Background: an optimization exercise with open tools, aiming at small area. Do not read the settings as production practice.
Where RTL was checked, it was by simulation tests only, not by an equivalence proof against the original.
Power and IR drop assume default switching activity.

== before ==
==> flow/design.v (excerpt) <==
module lut_mult_loader #(
    parameter int ADDR_W = DEF_ADDR_W,
    parameter int COEF_W = DEF_COEF_W,
    parameter int DATA_W = DEF_DATA_W
) (
    input  logic              clk,
    input  logic              rst,
    input  logic              start,
    input  logic [COEF_W-1:0] coef,
    output logic              busy,
    output logic              done,
    output logic              table_valid,
    input  logic [ADDR_W-1:0] rd_addr,
    output logic [DATA_W-1:0] rd_data
);
For scale: about 200 cells after synthesis, roughly 38 I/O pins, ~2000 um^2 of cells after synthesis.
Settings: LEC_CHECK=0, CAP_MARGIN=0, CORE_MARGIN=2, CORE_UTILIZATION=40, GPL_TIMING_DRIVEN=0, SLEW_MARGIN=0, SYNTH_HIERARCHICAL=1; clock period 10.0 ns.
standard.sh (not shown) runs the stock make flow with config.mk's settings and CLKGATE_MAP_FILE= SYNTH_SCRIPT=/design/flow/synth_recipe.tcl, a recipe that flattens the netlist after the stock synthesis.
==> flow/flow/run.sh <==
#!/bin/bash
# Own layout flow: the standard flow, except that
#  - the port buffers buffer_ports inserts are the smallest buffer,
#    sky130_fd_sc_hd__buf_1 (every input and output port still gets one);
#  - clock tree synthesis is told not to add dummy loads and to cluster all
#    sinks together, so the small clock net needs few buffers;
#  - the buffers synthesis leaves are removed at floorplan (as global
#    placement does when it is timing driven, which it is not here).
set -euo pipefail
bash standard.sh \
  "BUFFER_PORTS_ARGS=-buffer_cell sky130_fd_sc_hd__buf_1" \
  "CTS_ARGS=-sink_clustering_enable -repair_clock_nets -dont_use_dummy_load -sink_clustering_size 30 -sink_clustering_max_diameter 200 -buf_list sky130_fd_sc_hd__clkbuf_4" \
  REMOVE_ABC_BUFFERS=1 SKIP_CTS_REPAIR_TIMING=1 SKIP_INCREMENTAL_REPAIR=1 \
  finish > standard_make.log 2>&1
In before the implementation completed, yet the final layout does not meet the checks, the culprit being negative setup slack.
What after does differently from before at the input level:
-- flow/flow/run.sh --
<<< before, line 11
  "BUFFER_PORTS_ARGS=-buffer_cell sky130_fd_sc_hd__buf_1" \
  "CTS_ARGS=-sink_clustering_enable -repair_clock_nets -dont_use_dummy_load -sink_clustering_size 30 -sink_clustering_max_diameter 200 -buf_list sky130_fd_sc_hd__clkbuf_4" \
  REMOVE_ABC_BUFFERS=1 SKIP_CTS_REPAIR_TIMING=1 SKIP_INCREMENTAL_REPAIR=1 \
  finish > standard_make.log 2>&1
>>> after, line 11
  "BUFFER_PORTS_ARGS=-buffer_cell sky130_fd_sc_hd__buf_1" \
  "CTS_ARGS=-sink_clustering_enable -repair_clock_nets -dont_use_dummy_load -sink_clustering_size 30 -sink_clustering_max_diameter 200 -buf_list sky130_fd_sc_hd__clkbuf_4" \
  REMOVE_ABC_BUFFERS=1 \
  finish > standard_make.log 2>&1
==> comparison <==
Every run in before and after closed cleanly, with the single exception of before.
Taking before as the reference, in after sum of internal, switching and leakage power increased 0.31%, largest fanout of any net on the critical path essentially unchanged.
Re non-clock buffer count: no difference whatsoever between after and before.
Taking before as the reference, in after internal power consumption grew by 0.00080 mW, final standard cell area without fillers increased 23 um^2, count of endpoints failing setup in the final report moved down.
Lower routed wire length goes to before over after.
after: area added between synthesis and finish is 1.1 points higher than what before reported.
Function was not checked in any run of this note: the RTL went through the layout flow alone.

Another version of the RTL of lut_mult_loader (not shown whole).
Size in the first run: ~200 cells after synthesis, roughly 38 I/O pins, ~2000 sq um of cells after synthesis.
==> flow/config.mk <==
export PLATFORM = sky130hd
export DESIGN_NAME = lut_mult_loader
export DESIGN_NICKNAME = lut_mult_loader
export VERILOG_FILES = /design/flow/design.v
export SDC_FILE = /design/flow/constraint.sdc
export NUM_CORES = 4
export LEC_CHECK = 0
export CAP_MARGIN = 20
export CORE_MARGIN = 2
export CORE_UTILIZATION = 40
export GPL_TIMING_DRIVEN = 0
export SLEW_MARGIN = 20
export SYNTH_HIERARCHICAL = 1
==> flow/constraint.sdc <==
create_clock -name core_clock -period 10.0 [get_ports {clk}]
set_input_delay 2.0000 -clock core_clock [delete_from_list [all_inputs] [get_ports {clk}]]
set_output_delay 2.0000 -clock core_clock [all_outputs]
set_load 0.01 [all_outputs]
==> flow/flow/run.sh <==
#!/bin/bash
# Own layout flow: the standard flow, except that
#  - the port buffers buffer_ports inserts are the smallest buffer,
#    sky130_fd_sc_hd__buf_1 (every input and output port still gets one);
#  - clock tree synthesis is told not to add dummy loads and to cluster all
#    sinks together, so the small clock net needs few buffers.
set -euo pipefail
bash standard.sh \
  "BUFFER_PORTS_ARGS=-buffer_cell sky130_fd_sc_hd__buf_1" \
  "CTS_ARGS=-sink_clustering_enable -repair_clock_nets -dont_use_dummy_load -sink_clustering_size 30 -sink_clustering_max_diameter 200 -buf_list sky130_fd_sc_hd__clkbuf_4" \
  finish > standard_make.log 2>&1
The starting point finished clean.
==> next run, changes <==
==> flow/run.sh (new file) <==
#!/bin/bash
# synth_recipe.tcl (not shown) runs the flow's synth.tcl, then flattens the netlist and writes it again
# the make line also repeats each setting of config.mk as NAME=value (left out here)
make -C /OpenROAD-flow-scripts/flow DESIGN_CONFIG=/design/flow/config.mk WORK_HOME=/design/flow/orfs CLKGATE_MAP_FILE= SYNTH_SCRIPT=/design/flow/synth_recipe.tcl finish
Settings changed: GPL_TIMING_DRIVEN 0 to unset.
removed: flow/flow/run.sh
removed: flow/standard.sh
What happened: The new run finished with timing, DRC and antenna clean. Non-clock buffer count climbs by 4. Maximum frequency is about the same. Worst setup slack improved by 0.0049 ns. Worst hold slack improved by 0.0055 ns. Critical path depth climbs by 1. Flip-flop and latch count stays the same. Synthesized area stays the same.
==> next run, changes <==
==> flow/flow/run.sh (new file) <==
#!/bin/bash
# Own layout flow: the standard flow, except that
#  - the port buffers buffer_ports inserts are the smallest buffer,
#    sky130_fd_sc_hd__buf_1 (every input and output port still gets one);
#  - clock tree synthesis is told not to add dummy loads and to cluster all
#    sinks together, so the small clock net needs few buffers;
#  - the buffers synthesis leaves are removed at floorplan (as global
#    placement does when it is timing driven, which it is not here).
set -euo pipefail
bash standard.sh \
  "BUFFER_PORTS_ARGS=-buffer_cell sky130_fd_sc_hd__buf_1" \
  "CTS_ARGS=-sink_clustering_enable -repair_clock_nets -dont_use_dummy_load -sink_clustering_size 30 -sink_clustering_max_diameter 200 -buf_list sky130_fd_sc_hd__clkbuf_4" \
  REMOVE_ABC_BUFFERS=1 \
  finish > standard_make.log 2>&1
==> flow/standard.sh (new file) <==
#!/bin/bash
# synth_recipe.tcl (not shown) runs the flow's synth.tcl, then flattens the netlist and writes it again
# the make line also repeats each setting of config.mk as NAME=value (left out here)
make -C /OpenROAD-flow-scripts/flow DESIGN_CONFIG=/design/flow/config.mk WORK_HOME=/design/flow/orfs CLKGATE_MAP_FILE= SYNTH_SCRIPT=/design/flow/synth_recipe.tcl "${@:-finish}"
Settings changed: CAP_MARGIN 20 to 0, GPL_TIMING_DRIVEN set to 0, SLEW_MARGIN 20 to 0.
removed: flow/run.sh
Effect: Count of clock-buffer cells in the layout stays the same. Final cell count decreases by 4.3%. Power decreases by 20%.
==> next run, changes <==
==> flow/flow/run.sh (replaced) <==
#!/bin/bash
# Own layout flow: the standard flow unchanged except that the port
# buffers buffer_ports inserts are the smallest buffer, sky130_fd_sc_hd__buf_1,
# instead of the cell the resizer picks by default. Every input and output
# port still gets its own buffer.
set -euo pipefail
bash standard.sh "BUFFER_PORTS_ARGS=-buffer_cell sky130_fd_sc_hd__buf_1" finish > standard_make.log 2>&1
Settings changed: CAP_MARGIN 0 to 20, CTS_BUF_LIST set to sky130_fd_sc_hd__clkbuf_4, CTS_CLUSTER_DIAMETER set to 100, CTS_CLUSTER_SIZE set to 30, GPL_TIMING_DRIVEN 0 to unset, SLEW_MARGIN 0 to 20.
The new run passed the timing, DRC and antenna checks.
Core utilization climbs by 0.85 points.
Area after synthesis does not change.
Synthesized cell count does not change.
Non-clock buffer count climbs by 6.
Setup slack is worse by 0.043 ns.
Power climbs slightly.
Global-route usage climbs by 0.49 points.
Die area does not change.

==> what the ideal ports hide <==
How much do the figures lean on ideal ports? The routed layouts below were timed once more, with nothing changed but the port constraints. Step 1: set_driving_cell puts a clkbuf_16 on clk and a buf_2 on each other input, an assumption about the parent block. Step 2 also shifts input and output timing later by t, the mid clock arrival at the registers, as if the neighbouring blocks saw the same clock. Three values: ideal ports, drivers, drivers and shift; two values: the first two.
run | t (ns) | setup slack, ns | pins driven straight from the clock port
before | 0.303 | -0.019 / -0.049 / -0.049 | 1
after | 0.303 | 0.227 / 0.193 / 0.193 | 1
the first run of note 2 | 0.298 | 0.230 / 0.198 / 0.198 | 1
the second run of note 2 | 0.271 | 0.235 / 0.205 / 0.205 | 1
the third run of note 2 | 0.298 | 0.258 / 0.230 / 0.230 | 1
the fourth run of note 2 | 0.299 | 0.215 / 0.190 / 0.190 | 1
For after, which loses most, drivers alone change the setup slack by -0.034 ns; drivers and shift together by -0.034 ns.
